This is an optimization exercise on Yosys and OpenROAD, whose aim is small area, a short achievable clock period and few clock cycles per item, not a production implementation. Only simulation tests tie the RTL to the original design; equivalence was not proved.

==> run a: inputs <==
Design flock_separation_steer, start of the top module:
module flock_separation_steer #(
	parameter int SUM_WIDTH = 48
) (
	input  logic        clk,
	input  logic        arst_n,
	input  logic        nbr_valid,
	output logic        nbr_ready,
	input  logic [23:0] agent_x,
	input  logic [23:0] agent_y,
	input  logic [23:0] neighbor_x,
	input  logic [23:0] neighbor_y,
	input  logic        last_neighbor,
	input  logic        no_neighbors,
	output logic        steer_valid,
	input  logic        steer_ready,
	output logic [23:0] vel_x,
	output logic [23:0] vel_y,
	output logic        valid_res,
	input  logic        cfg_valid,
	output logic        cfg_ready,
	input  logic        cfg_index,
	input  logic [23:0] cfg_data
);
	localparam logic [4:0] S_IDLE = 5'd0, S_CFGA = 5'd1, S_CFGB = 5'd2, S_MULC = 5'd3,
		S_MD2W = 5'd4, S_L2 = 5'd5, S_L3 = 5'd6, S_MULN = 5'd7, S_ADD = 5'd8, S_CMP = 5'd9,
		S_DIVN = 5'd10, S_ACC = 5'd11, S_FIN1 = 5'd12, S_NORM = 5'd13, S_SQS = 5'd14,
		S_MULS = 5'd15, S_SQADD = 5'd16, S_SQRT = 5'd17, S_NLOAD = 5'd18, S_MULP = 5'd19,
		S_DIVP = 5'd20, S_OCALC = 5'd21, S_ZERO = 5'd22, S_OUT = 5'd23,
		S_OUTW = 5'd24;
	localparam int A_R = 0, A_R1 = 1, A_CSA = 2, A_S = 3;
	localparam int B_CSA = 0, B_OTH = 1, B_D = 2, B_Q = 3, B_S = 4;
	localparam int I_1 = 0, I_NG = 1, I_S = 2, I_SG = 3, I_NR = 4;
	localparam int R_SUM = 0, R_SUM2 = 1, R_M28 = 2, R_NORM = 3, R_OC = 4;
	localparam int Q_SR2 = 0, Q_DIV = 1, Q_IN = 2, Q_R2X = 3, Q_MS = 4;
	localparam int M_IN = 0, M_R = 1;
	localparam int D_MD2 = 0, D_SR2 = 1, D_SQRT = 2, D_RX = 3, D_ZERO = 4, D_SL31 = 5;
	localparam int C_CLR = 0, C_INC2 = 1, C_INC1 = 2, C_DEC1 = 3;
	logic [4:0]  st, st_n;
	logic [5:0]  cnt;
	logic [63:0] d;
	logic [23:0] ms_q;
	logic [31:0] md2_q;
	logic        first, skip, sv, vres, f_last, f_empty, nrdy, crdy, sb;
	logic [3:0]  asel, asel_n;
	logic [4:0]  bsel, bsel_n;
  ...
clock: 11.0 ns
lec_check: 0
cap_margin: 20
core_margin: 2
core_utilization: 40
slew_margin: 20
standard.sh (not shown) runs the stock make flow with config.mk's settings and CLKGATE_MAP_FILE= SYNTH_SCRIPT=/design/flow/synth_recipe.tcl, a recipe that flattens the netlist after the stock synthesis.
==> flow/flow/run.sh <==
#!/bin/bash
set -euo pipefail
bash standard.sh SETUP_SLACK_MARGIN=7 finish > make.log 2>&1
==> inputs of run b, as changes to run a <==
--- a/flow/design.v
+++ b/flow/design.v
@@ -157,10 +157,11 @@
 	localparam int M_IN = 0, M_R = 1;
 	localparam int D_MD2 = 0, D_SR2 = 1, D_SQRT = 2, D_RX = 3, D_ZERO = 4, D_SL31 = 5;
 	localparam int C_CLR = 0, C_INC2 = 1, C_INC1 = 2, C_DEC1 = 3;
 	logic [4:0]  st, st_n;
 	logic [5:0]  cnt;
+	logic [31:0] bv;       
 	logic [63:0] d;
 	logic [23:0] ms_q;
 	logic [31:0] md2_q;
 	logic        first, skip, sv, vres, f_last, f_empty, nrdy, crdy, sb;
 	logic [3:0]  asel, asel_n;
@@ -190,11 +191,14 @@
 	assign my_in    = (st == S_CFGA) ? 31'd0 : {6'd0, ady};
 	assign qx_in    = (st == S_CFGA) ? {16'd0, cfg_data[15:0]} : {7'd0, adx};
 	assign qy_in    = (st == S_CFGA) ? 32'h8000_0000 : {7'd0, ady};
 	assign mul_last = ~|(qx[31:2] | qy[31:2]);
 	assign is_mul   = (st == S_MULC) || (st == S_MULN) || (st == S_MULS) || (st == S_MULP);
-	assign bitv     = dop[D_SQRT] ? (64'd1 << (7'd62 - {cnt, 1'b0})) : 64'd0;
+	always_comb for (int j = 0; j < 32; j++) begin
+		bitv[2*j]   = bv[j];
+		bitv[2*j+1] = 1'b0;
+	end
 	assign dvx      = d | bitv | (rx[63] ? {bitv[62:0], 1'b0} : 64'd0)
 		| (sb ? {bitv[61:0], 2'b00} : 64'd0);
 	assign skip_n   = cx || (mx == 31'd0 && my == 31'd0);
 	assign mor     = {8'd0, rx[39:0] | ry[39:0]};
 	assign nsel[2] = |mor[47:32];
@@ -353,11 +357,14 @@
 			first <= 1'b1;
 			ms_q  <= 24'd256;
 			md2_q <= 32'd1;
 			c_acc <= 1'b0;
 			c_cap <= 1'b1;
+			bv    <= 32'd0;
 		end else begin
+			if (st_n == S_SQRT && st != S_SQRT) bv <= 32'h8000_0000;
+			else bv <= {1'b0, bv[31:1]};
 			st    <= st_n;
 			nrdy  <= (st_n == S_IDLE) || (st_n == S_OUT) || (st_n == S_ACC && !f_last);
 			crdy  <= (st_n == S_CFGA);
 			c_acc <= c_acc_n;
 			c_cap <= c_cap_n;
==> flow/flow/run.sh (replaced) <==
#!/bin/bash
set -euo pipefail
bash standard.sh SETUP_SLACK_MARGIN=6.5 finish > make.log 2>&1
==> qor summary <==
quantity                                                                run a           run b
Run status                                                     finished clean  finished clean
GR met1 Demand/Resource                                                 0.513           0.453
Area of the mapped netlist                                         0.0490 mm2      0.0502 mm2
Sequential cell area in the final layout                           0.0142 mm2      0.0150 mm2
Multi-input gate share of total cell area                               0.566           0.572
Routed wire length                                                  272000 um       248000 um
Number of buffers outside the clock class in the layout                   910             703
Dpl hpwl                                                            183000 um       167000 um
Overall die height                                                     354 um          358 um
Source of the worst register-to-register timing path               u_lx.r[63]            mulf
Met3 Routed Length                                                   36800 um        32000 um
Share of synthesized cell area in and, or, nand and nor gates           0.173           0.185
Finished layout cell area                                          0.0654 mm2      0.0629 mm2
Testbench counts of run a, summed over its fixed seeds: cycles 139,210, items 800.
Testbench counts of run b, summed over its fixed seeds: cycles 139,210, items 800.

==> port drivers added, routing unchanged <==
Ports are ideal in the flow. The routed layouts listed here were re-timed in OpenROAD.
Step 1 sets driving cells, clkbuf_16 on the clock port and buf_2 on the other inputs (assumed; they add their load-dependent delay and slew).
Step 2 also shifts input and output timing later by t, the mid clock arrival at the registers, as if the neighbouring blocks saw the same clock.
Three values: no drivers, after step 1, after step 2; two values: the first two.
run | shift t [ns] | setup WS [ns] | worst setup path at the end
run a | 0.750 | 5.975 / 5.975 / 5.422 | input to register
run b | 0.747 | 6.135 / 6.135 / 5.484 | input to register
After both steps setup and hold are still met in every run listed. The setup slack of run b, which loses most, moves by 0.000 ns with the drivers and by -0.651 ns with both steps.
